What follows belongs to an exercise in optimizing a design on an open flow for small area, a short achievable clock period and few clock cycles; a production flow would make more cautious choices. At most, simulation tests tie the RTL to the original design; equivalence was not proved. Power figures rest on the tool's default switching activity, not on a simulated workload.

## line_rasterizer_interpolated
module line_rasterizer_interpolated
#(
    parameter int COORD_BITS = 6,
    parameter int DEPTH_BITS = 16,
    parameter int FRAC_BITS  = 16
) (
    input  wire logic                 aclk,
    input  wire logic                 aresetn,
    input  wire logic                 s_tvalid,
    output logic                      s_tready,
    input  wire logic [((2*(2*COORD_BITS+DEPTH_BITS+32)+7)/8)*8-1:0] s_tdata,
    output logic                      m_tvalid,
    input  wire logic                 m_tready,
    output logic [((2*COORD_BITS+DEPTH_BITS+32+7)/8)*8-1:0] m_tdata,
    output logic                      m_tlast
);
    localparam int C      = COORD_BITS;
    localparam int CW     = lri_pkg::CHAN_W;
    localparam int NC     = lri_pkg::NUM_COLOR;
    localparam int PT_W   = 2*C + DEPTH_BITS + lri_pkg::COLOR_W;
    localparam int OUT_W  = ((2*C + DEPTH_BITS + NC*CW + 7) / 8) * 8;
    localparam int E_W    = C + 2;
    localparam int N_INT  = DEPTH_BITS/2 - 1;
    localparam int C_INT0 = N_INT - CW/2;      
    logic [C-1:0] xa, ya, xb, yb;
    logic [C:0]   dxp, dxn, dyp, dyn;      
    assign xa = s_tdata[C-1:0];
    assign ya = s_tdata[2*C-1:C];
    assign xb = s_tdata[PT_W+C-1:PT_W];
    assign yb = s_tdata[PT_W+2*C-1:PT_W+C];
    assign dxp = {1'b0, xb} - {1'b0, xa};
    assign dxn = {1'b0, xa} - {1'b0, xb};
    assign dyp = {1'b0, yb} - {1'b0, ya};
    assign dyn = {1'b0, ya} - {1'b0, yb};
    logic st_idle, st_geo, st_int, st_rdy, st_z2, st_hold;
    logic [2:0] cnt_reg;
    logic       cint_reg;              
    logic [C-1:0] adx_reg, ady_reg;
    logic         xgt_reg, ygt_reg;
    logic [C-1:0] span_reg, spanm1_reg, nmin_reg;
    logic [C+1:0] span3_reg;
    logic         span32_reg, xmaj_reg, swap_reg, up_reg;
    logic         xmaj_c, swap_c, up_c;
    logic [C-1:0] span_c, nmin_c;
    logic [C+1:0] span3_c;
    logic [2:0]   span_sm;
    always_comb begin
        xmaj_c  = ady_reg < adx_reg;
        swap_c  = xmaj_c ? xgt_reg : ygt_reg;
        span_c  = xmaj_c ? adx_reg : ady_reg;
        nmin_c  = xmaj_c ? ady_reg : adx_reg;
        for (int k = 0; k < 3; k++)
            span_sm[k] = xmaj_c ? (adx_reg == C'(k+1)) : (ady_reg == C'(k+1));
  ...
For scale: ~3400 cells after synthesis, ~400 flip-flops, roughly 32000 µm² of cells after synthesis.
==> module lri_chan, before the edit <==
module lri_chan #(
    parameter int W = 16,
    parameter int C = 6
) (
    input  wire logic         aclk,
    input  wire logic [W-1:0] a_val,      
    input  wire logic [W-1:0] b_val,      
    input  wire logic         ld_diff,    
    input  wire logic         geo,        
    input  wire logic         geo_step,   
    input  wire logic         swap_c,     
    input  wire logic [2:0]   den_sm,     
    input  wire logic         int_en,     
    input  wire logic         z_en,       
    input  wire logic         z_bits,     
    input  wire logic [C-1:0] den,        
    input  wire logic [C-1:0] denm1,      
    input  wire logic [C+1:0] den3,       
    input  wire logic         den32,      
    input  wire logic         swap,       
    input  wire logic         n_load,     
    input  wire logic         stash,      
    input  wire logic         d_load,     
    input  wire logic         z_load,     
    input  wire logic         step,       
    output logic      [W-1:0] v           
);
    logic [W-1:0] q_reg;                  
    logic [C-1:0] r_reg;                  
    logic         dneg_reg;               
    logic         neg_reg;                
    logic [W-1:0] v_reg;
    logic [W-1:0] inc_reg;                
    logic [C-1:0] ra_reg;                 
    logic [C:0] rb_reg;            
    logic [C:0] fr_reg;            
    logic         wneg_reg;
    logic         zz_reg;
    logic         frz_reg;                
    logic [W:0]   diff;
    logic [1:0]   q0, qs;
    logic [C-1:0] r0, rs;
    logic [1:0]   sbits;
    logic [C-1:0] ra_n;
    logic [C:0] rb_n, fr_n, fr_nx;
    logic         z_n, carry;
    logic [W:0]   vsum;
    logic [W-1:0] fsel;
    assign diff  = {1'b0, b_val} - {1'b0, a_val};
    assign sbits = z_bits ? {dneg_reg, dneg_reg} : q_reg[W-1 -: 2];
    assign fsel  = swap ? b_val : a_val;
    always_comb begin
        q0 = '0;
        r0 = C'(q_reg[W-1 -: 2]);
        if (den_sm[0]) begin
            q0 = q_reg[W-1 -: 2];
            r0 = '0;
        end else if (den_sm[1]) begin
            q0 = {1'b0, q_reg[W-1]};
            r0 = C'(q_reg[W-2]);
        end else if (den_sm[2] && (q_reg[W-1 -: 2] == 2'd3)) begin
            q0 = 2'd1;
            r0 = '0;
        end
    end
    lri_divider #(.DEN_W(C)) u_step (
        .r_in (r_reg), .bits (sbits), .den (den), .den3 (den3),
        .q    (qs),    .r_out (rs)
    );
    always_comb begin
        ra_n  = r_reg + C'(dneg_reg);
        rb_n  = ({1'b0, ra_n}) - ({1'b0, den});
        fr_n  = neg_reg ? (({1'b0, ra_n}) - 7'd1) : rb_n;
        z_n   = !den32 && (r_reg != (swap ? denm1 : '0));
        carry = !fr_reg[C] && !(zz_reg && frz_reg);
        fr_nx = fr_reg + (carry ? rb_reg : ({1'b0, ra_reg}));
        vsum  = {v_reg, 1'b1} + {inc_reg, carry ^ wneg_reg};
    end
    always_ff @(posedge aclk) begin
        if (ld_diff) begin
            dneg_reg <= diff[W];
            q_reg    <= diff[W-1:0] ^ {W{diff[W]}};
        end else if (geo) begin
            neg_reg <= dneg_reg ^ swap_c;
            if (geo_step)
                q_reg <= {q_reg[W-3:0], q0 ^ {2{dneg_reg ^ swap_c}}};
        end else if (int_en) begin
            q_reg <= {q_reg[W-3:0], qs ^ {2{neg_reg}}};
        end
        if (geo)
            r_reg <= geo_step ? r0 : '0;
        else if (int_en || z_en)
            r_reg <= rs;
    end
    always_ff @(posedge aclk) begin
        if (n_load || stash) begin
            ra_reg   <= ra_n;
            rb_reg   <= rb_n;
            fr_reg   <= fr_n;
            frz_reg  <= fr_n == '0;
            wneg_reg <= neg_reg;
        end else if (step) begin
            fr_reg  <= fr_nx;
            frz_reg <= fr_nx == '0;
        end
        if (n_load || stash)
            zz_reg <= 1'b0;
        else if (z_load)
            zz_reg <= z_n && !wneg_reg;
        if (n_load || d_load)
            inc_reg <= q_reg;
        else if (stash)
            inc_reg <= fsel;
        if (n_load)
            v_reg <= fsel;
        else if (d_load)
            v_reg <= inc_reg;
        else if (step)
            v_reg <= vsum[W:1];
    end
    assign v = v_reg;
endmodule
==> flow/config.mk <==
export PLATFORM = sky130hd
export DESIGN_NAME = line_rasterizer_interpolated
export DESIGN_NICKNAME = line_rasterizer_interpolated
export VERILOG_FILES = /design/flow/design.v
export SDC_FILE = /design/flow/constraint.sdc
export NUM_CORES = 4
export LEC_CHECK = 0
export CAP_MARGIN = 5
export CORE_MARGIN = 2
export CORE_UTILIZATION = 40
export CTS_CLUSTER_DIAMETER = 80
export CTS_CLUSTER_SIZE = 24
export PLACE_DENSITY = 0.75
export SETUP_SLACK_MARGIN = 4.1
export SLEW_MARGIN = 5
==> flow/constraint.sdc <==
create_clock -name core_clock -period 7.5 [get_ports {aclk}]
set_input_delay 1.5000 -clock core_clock [delete_from_list [all_inputs] [get_ports {aclk}]]
set_output_delay 1.5000 -clock core_clock [all_outputs]
set_load 0.01 [all_outputs]
standard.sh (not shown) runs the stock make flow with config.mk's settings and CLKGATE_MAP_FILE= SYNTH_SCRIPT=/design/flow/synth_recipe.tcl, a recipe that flattens the netlist after the stock synthesis.
==> flow/flow/run.sh <==
#!/bin/bash
# Standard layout, with the port buffers made from plain buffers
# (sky130_fd_sc_hd__buf_2) instead of the delay buffers buffer_ports picks.
set -euo pipefail
export BUFFER_PORTS_ARGS="-buffer_cell sky130_fd_sc_hd__buf_2"
bash standard.sh > standard.log 2>&1
Rerun with:
--- a/flow/design.v
+++ b/flow/design.v
@@ -82,25 +82,26 @@
     logic [W:0]   diff;
     logic [1:0]   q0, qs;
     logic [C-1:0] r0, rs;
-    logic [1:0]   sbits;
+    logic [1:0]   sbits, nbits;
     logic [C-1:0] ra_n;
     logic [C:0] rb_n, fr_n, fr_nx;
     logic         z_n, carry;
     logic [W:0]   vsum;
     logic [W-1:0] fsel;
     assign diff  = {1'b0, b_val} - {1'b0, a_val};
-    assign sbits = z_bits ? {dneg_reg, dneg_reg} : q_reg[W-1 -: 2];
+    assign nbits = q_reg[W-1 -: 2] ^ {2{dneg_reg}};
+    assign sbits = z_bits ? {dneg_reg, dneg_reg} : nbits;
     assign fsel  = swap ? b_val : a_val;
     always_comb begin
         q0 = '0;
-        r0 = C'(q_reg[W-1 -: 2]);
+        r0 = C'(nbits);
         if (den_sm[0]) begin
-            q0 = q_reg[W-1 -: 2];
+            q0 = nbits;
             r0 = '0;
         end else if (den_sm[1]) begin
-            q0 = {1'b0, q_reg[W-1]};
-            r0 = C'(q_reg[W-2]);
-        end else if (den_sm[2] && (q_reg[W-1 -: 2] == 2'd3)) begin
+            q0 = {1'b0, nbits[1]};
+            r0 = C'(nbits[0]);
+        end else if (den_sm[2] && (nbits == 2'd3)) begin
             q0 = 2'd1;
             r0 = '0;
         end
@@ -121,7 +122,7 @@
     always_ff @(posedge aclk) begin
         if (ld_diff) begin
             dneg_reg <= diff[W];
-            q_reg    <= diff[W-1:0] ^ {W{diff[W]}};
+            q_reg    <= diff[W-1:0];
         end else if (geo) begin
             neg_reg <= dneg_reg ^ swap_c;
             if (geo_step)
=>
- The changed run completed without violations
- setup slack gets worse by 0.053 ns
- critical path depth is higher by 4
- maximum frequency is lower by 1.5%
- total power is higher by 5.9%
- final cell count is higher by 1.8%
- hold slack gets better by 0.022 ns
- die area is higher by 0.34%
- global-route usage is higher by 0.60 points
- design area hardly moves
- routed wire length is higher by 3.6%
- register-to-register slack gets worse by 0.14 ns
- count of clock-buffer cells in the layout is higher by 4
- via count is higher by 4.2%
Testbench counts after the change, summed over its fixed seeds: cycles 38,956.
Only the layout flow was run in the first run of this note; the RTL was not checked for function there.


try-yarrow:
line_rasterizer_interpolated, a different RTL version from the one above (not shown whole).
For scale: ~3300 cells after synthesis, roughly 390 flip-flops.
clock: 7.5 ns
lec_check: 0
cap_margin: 20
core_margin: 2
core_utilization: 40
setup_slack_margin: 4.0
slew_margin: 20
run.sh (not shown) runs the stock make flow with config.mk's settings and CLKGATE_MAP_FILE= SYNTH_SCRIPT=/design/flow/synth_recipe.tcl, a recipe that flattens the netlist after the stock synthesis.
Stock flow here: none of the scripts above is used.
Testbench counts of try-yarrow, summed over its fixed seeds: cycles 38,956.
The inputs of try-amber differ from those of try-yarrow as listed below.
--- a/flow/design.v
+++ b/flow/design.v
@@ -68,27 +68,27 @@
 );
     logic [W-1:0] q_reg;                  
     logic [C-1:0] r_reg;                  
     logic         dneg_reg;               
     logic         neg_reg;                
     logic [W-1:0] v_reg;
     logic [W-1:0] inc_reg;                
     logic [C-1:0] ra_reg;                 
-    logic [C:0] rb_reg;            
-    logic [C:0] fr_reg;            
+    logic signed [C:0] rb_reg;            
+    logic signed [C:0] fr_reg;            
     logic         wneg_reg;
     logic         zz_reg;
     logic         frz_reg;                
     logic [W:0]   diff;
     logic [1:0]   q0, qs;
     logic [C-1:0] r0, rs;
     logic [1:0]   sbits;
     logic [C-1:0] ra_n;
-    logic [C:0] rb_n, fr_n, fr_nx;
+    logic signed [C:0] rb_n, fr_n, fr_nx;
     logic         z_n, carry;
     logic [W:0]   vsum;
     logic [W-1:0] fsel;
     assign diff  = {1'b0, b_val} - {1'b0, a_val};
     assign sbits = z_bits ? {dneg_reg, dneg_reg} : q_reg[W-1 -: 2];
     assign fsel  = swap ? b_val : a_val;
     always_comb begin
         q0 = '0;
@@ -105,21 +105,21 @@
         end
     end
     lri_divider #(.DEN_W(C)) u_step (
         .r_in (r_reg), .bits (sbits), .den (den), .den3 (den3),
         .q    (qs),    .r_out (rs)
     );
     always_comb begin
         ra_n  = r_reg + C'(dneg_reg);
-        rb_n  = ({1'b0, ra_n}) - ({1'b0, den});
-        fr_n  = neg_reg ? (({1'b0, ra_n}) - 7'd1) : rb_n;
+        rb_n  = $signed({1'b0, ra_n}) - $signed({1'b0, den});
+        fr_n  = neg_reg ? ($signed({1'b0, ra_n}) - 7'sd1) : rb_n;
         z_n   = !den32 && (r_reg != (swap ? (den - 1'b1) : '0));
         carry = !fr_reg[C] && !(zz_reg && frz_reg);
-        fr_nx = fr_reg + (carry ? rb_reg : ({1'b0, ra_reg}));
+        fr_nx = fr_reg + (carry ? rb_reg : $signed({1'b0, ra_reg}));
         vsum  = {v_reg, 1'b1} + {inc_reg, carry ^ wneg_reg};
     end
     always_ff @(posedge aclk) begin
         if (ld_diff) begin
             dneg_reg <= diff[W];
             q_reg    <= diff[W-1:0] ^ {W{diff[W]}};
         end else if (geo) begin
             neg_reg <= dneg_reg ^ swap_c;
@@ -309,26 +309,26 @@
             .swap     (swap_reg),
             .n_load   (n_load),   .stash (stash), .d_load (d_load),
             .z_load   (zload_reg), .step (step),
             .v        (cv[k])
         );
     end
     logic             wxmaj_reg, wup_reg;
     logic [C-1:0]     x_reg, y_reg, left_reg;
-    logic [E_W-1:0] e_reg;
+    logic signed [E_W-1:0] e_reg;
     logic [C-1:0]     inca_reg;               
-    logic [C:0] incb_reg;              
-    logic [E_W-1:0] e_add;
+    logic signed [C:0] incb_reg;              
+    logic signed [E_W-1:0] e_add;
     logic             mstep;
     logic [C-1:0]     xs0, ys0;
     always_comb begin
         xs0   = swap_reg ? xb : xa;
         ys0   = swap_reg ? yb : ya;
-        e_add = e_reg + ({1'b0, inca_reg, 1'b0});
+        e_add = e_reg + $signed({1'b0, inca_reg, 1'b0});
         mstep = !e_add[E_W-1];
     end
     always_ff @(posedge aclk) begin
         if (!aresetn) begin
             vld_reg  <= 1'b0;
             pend_reg <= 1'b0;
         end else begin
             if (accept)
@@ -344,24 +344,24 @@
     always_ff @(posedge aclk) begin
         if (n_load || d_load) begin
             wxmaj_reg <= xmaj_reg;
             wup_reg   <= up_reg;
             left_reg  <= span_reg;
             last_reg  <= span_reg == '0;
             e_reg     <= E_W'(0) - E_W'(span_reg);
             inca_reg  <= nmin_reg;
-            incb_reg  <= ({1'b0, nmin_reg}) - ({1'b0, span_reg});
+            incb_reg  <= $signed({1'b0, nmin_reg}) - $signed({1'b0, span_reg});
         end else if (stash) begin
             left_reg  <= xs0;
             e_reg     <= E_W'(ys0);
         end else if (step) begin
             left_reg  <= left_reg - 1'b1;
             last_reg  <= left_reg == C'(1);
-            e_reg     <= mstep ? (e_reg + ({incb_reg, 1'b0})) : e_add;
+            e_reg     <= mstep ? (e_reg + $signed({incb_reg, 1'b0})) : e_add;
         end
         if (n_load) begin
             x_reg <= xs0;
             y_reg <= ys0;
         end else if (d_load) begin
             x_reg <= left_reg;
             y_reg <= e_reg[C-1:0];
         end else if (step) begin
## What came out
- Comparing try-amber and try-yarrow, the lower net switching share of the total power was measured on try-yarrow.
- Of try-amber and try-yarrow, try-amber shows the higher global-route usage, with try-yarrow below it.
- Total core area (try-amber vs. try-yarrow) increases by a few percent
- Diff try-yarrow -> try-amber: via count of the first global-routing pass up 6.9%; count of clock-net buffers in the final layout down 3; count of cell types in the netlist up about 6%; detailed router's first-iteration violation count up about 10%; length of routed met2 wiring up about 4%.
- Summary: clock skew, try-amber worse than try-yarrow
- On post-detailed-route via-to-cell ratio: between try-amber and try-yarrow, it ends up higher for try-amber.
- Comparing worst setup slack for try-amber and try-yarrow, the bigger number came from try-amber.
For try-amber, only the layout was checked, not whether the RTL still works.


line_rasterizer_interpolated, a different RTL version from the one above (not shown whole).
For scale: about 400 flip-flops, about 190 I/O pins, about 32000 µm² of cells after synthesis.
==> flow/config.mk <==
export PLATFORM = sky130hd
export DESIGN_NAME = line_rasterizer_interpolated
export DESIGN_NICKNAME = line_rasterizer_interpolated
export VERILOG_FILES = /design/flow/design.v
export SDC_FILE = /design/flow/constraint.sdc
export NUM_CORES = 4
export LEC_CHECK = 0
export CAP_MARGIN = 5
export CORE_MARGIN = 2
export CORE_UTILIZATION = 40
export CTS_CLUSTER_DIAMETER = 80
export CTS_CLUSTER_SIZE = 24
export SETUP_SLACK_MARGIN = 4.45
export SLEW_MARGIN = 5
==> flow/constraint.sdc <==
create_clock -name core_clock -period 7.5 [get_ports {aclk}]
set_input_delay 1.5000 -clock core_clock [delete_from_list [all_inputs] [get_ports {aclk}]]
set_output_delay 1.5000 -clock core_clock [all_outputs]
set_load 0.01 [all_outputs]
standard.sh (not shown) runs the stock make flow with config.mk's settings and CLKGATE_MAP_FILE= SYNTH_SCRIPT=/design/flow/synth_recipe.tcl, a recipe that flattens the netlist after the stock synthesis.
==> flow/flow/run.sh <==
#!/bin/bash
# Standard layout, with two changes: the port buffers are made from plain
# buffers (sky130_fd_sc_hd__buf_2) instead of the delay buffers buffer_ports
# picks, and clock tree synthesis adds no dummy loads.
set -euo pipefail
export BUFFER_PORTS_ARGS="-buffer_cell sky130_fd_sc_hd__buf_2"
export CTS_ARGS="-sink_clustering_enable -repair_clock_nets -sink_clustering_size 24 -sink_clustering_max_diameter 80 -dont_use_dummy_load"
bash standard.sh > standard.log 2>&1
The first run completed without violations.
==> next run, changes <==
--- a/flow/design.v
+++ b/flow/design.v
@@ -79,24 +79,23 @@
     logic         frz_reg;                
     logic [W:0]   diff;
     logic [1:0]   q0, qs;
     logic [C-1:0] r0, rs;
     logic [1:0]   sbits, nbits;
     logic [C-1:0] ra_n;
     logic [C:0] rb_n, fr_n, fr_nx;
     logic         carry;
     logic [W:0]   vsum;
     logic [W-1:0] fsel;
     assign diff  = {1'b0, b_val} - {1'b0, a_val};
-    localparam bit LATE_CPL = W > 8;
-    assign nbits = q_reg[W-1 -: 2] ^ {2{LATE_CPL && dneg_reg}};
+    assign nbits = q_reg[W-1 -: 2] ^ {2{dneg_reg}};
     assign sbits = nbits;
     assign fsel  = swap ? b_val : a_val;
     always_comb begin
         q0 = '0;
         r0 = C'(nbits);
         if (den_sm[0]) begin
             q0 = nbits;
             r0 = '0;
         end else if (den_sm[1]) begin
             q0 = {1'b0, nbits[1]};
             r0 = C'(nbits[0]);
@@ -110,25 +109,25 @@
         .q    (qs),    .r_out (rs)
     );
     always_comb begin
         ra_n  = r_reg + C'(dneg_reg);
         rb_n  = ({1'b0, ra_n}) - ({1'b0, den});
         fr_n  = neg_reg ? {1'b0, ra_n} : rb_n;
         carry = !fr_reg[C] && !(zz_reg && frz_reg);
         fr_nx = fr_reg + (carry ? rb_reg : ({1'b0, ra_reg}));
         vsum  = {v_reg, 1'b1} + {inc_reg, carry ^ wneg_reg};
     end
     always_ff @(posedge aclk) begin
+        dneg_reg <= diff[W];
         if (ld_diff) begin
-            dneg_reg <= diff[W];
-            q_reg    <= diff[W-1:0] ^ {W{!LATE_CPL && diff[W]}};
+            q_reg    <= diff[W-1:0];
         end else if (geo) begin
             neg_reg <= dneg_reg ^ swap_c;
             if (geo_step)
                 q_reg <= {q_reg[W-3:0], q0};
         end else if (int_en) begin
             q_reg <= {q_reg[W-3:2], q_reg[1:0] ^ {2{neg_reg && int_first}},
                       qs ^ {2{neg_reg}}};
         end
         if (geo)
             r_reg <= geo_step ? r0 : '0;
         else if (int_en)
@@ -254,28 +253,26 @@
             st_idle  <= (st_idle && !s_tvalid) || (st_rdy && accept && !stash) ||
                         (st_hold && pend_clear);
             st_geo   <= st_idle && s_tvalid;
             st_int   <= st_geo || (st_int && !int_last);
             st_rdy   <= rdy_n;
             st_hold  <= (st_rdy && stash) || (st_hold && !pend_clear);
             cnt_reg  <= st_int ? cnt_reg + 1'b1 : '0;
             cint_reg <= st_int && !int_last && (cnt_reg >= 3'(C_INT0-1));
         end
     end
     always_ff @(posedge aclk) begin
-        if (ld_diff) begin
-            xgt_reg <= dxp[C];
-            ygt_reg <= dyp[C];
-            adx_reg <= dxp[C] ? dxn[C-1:0] : dxp[C-1:0];
-            ady_reg <= dyp[C] ? dyn[C-1:0] : dyp[C-1:0];
-        end
+        xgt_reg <= dxp[C];
+        ygt_reg <= dyp[C];
+        adx_reg <= dxp[C] ? dxn[C-1:0] : dxp[C-1:0];
+        ady_reg <= dyp[C] ? dyn[C-1:0] : dyp[C-1:0];
         if (geo) begin
             span_reg   <= span_c;
             span3_reg  <= span3_c;
             nmin_reg   <= nmin_c;
             xmaj_reg   <= xmaj_c;
             swap_reg   <= swap_c;
             up_reg     <= up_c;
         end
     end
     logic [DEPTH_BITS-1:0] zv;
     logic [CW-1:0]         cv [NC];
- final area shrinks by a few percent
- setup slack degrades by 0.086 ns
- power grows by a few percent
- area after synthesis shrinks by a few percent
- die area shrinks by a few percent
- first-iteration DRC count grows by roughly a tenth
- synthesized cell count shrinks by a few percent
- fmax shrinks by a few percent
- combinational power grows by about a fifth
- final cell count shrinks by a few percent
No functional check of the RTL was part of any run of this note.

-- static timing again, ports no longer ideal --
No port has a modelled driver above. Below, the same layouts with a new extraction and two added sets of constraints.
Step 1 (the two cells are an assumption about what drives the block):
set clk [get_ports {aclk}]
set_driving_cell -lib_cell sky130_fd_sc_hd__clkbuf_16 $clk
set_driving_cell -lib_cell sky130_fd_sc_hd__buf_2 [delete_from_list [all_inputs] $clk]
Step 2 also shifts input and output timing later by t, the mid clock arrival at the registers, as if the neighbouring blocks saw the same clock.
a / b / c = ideal / step 1 / step 2; a / b = the first two.
run	shift t [ns]	setup WS [ns]	clock arrival spread, ns	slew at the worst register clock pin (ns)	pins driven straight from the clock port
the first run of note 1	0.633	4.106 / 4.111 / 3.478	0.036 / 0.036	0.10 / 0.10	1
the second run of note 1	0.669	4.054 / 4.054 / 3.598	0.033 / 0.033	0.10 / 0.10	1
try-yarrow	0.669	4.061 / 4.091 / 3.430	0.019 / 0.020	0.07 / 0.07	1
try-amber	0.659	4.075 / 4.116 / 3.457	0.038 / 0.038	0.07 / 0.07	1
the first run of note 3	0.645	4.374 / 4.401 / 3.756	0.056 / 0.056	0.10 / 0.10	1
the second run of note 3	0.653	4.288 / 4.288 / 3.800	0.044 / 0.045	0.10 / 0.10	1
After both steps setup and hold are still met in every run listed. The setup slack of try-yarrow, which loses most, moves by +0.030 ns with the drivers and by -0.631 ns with both steps.
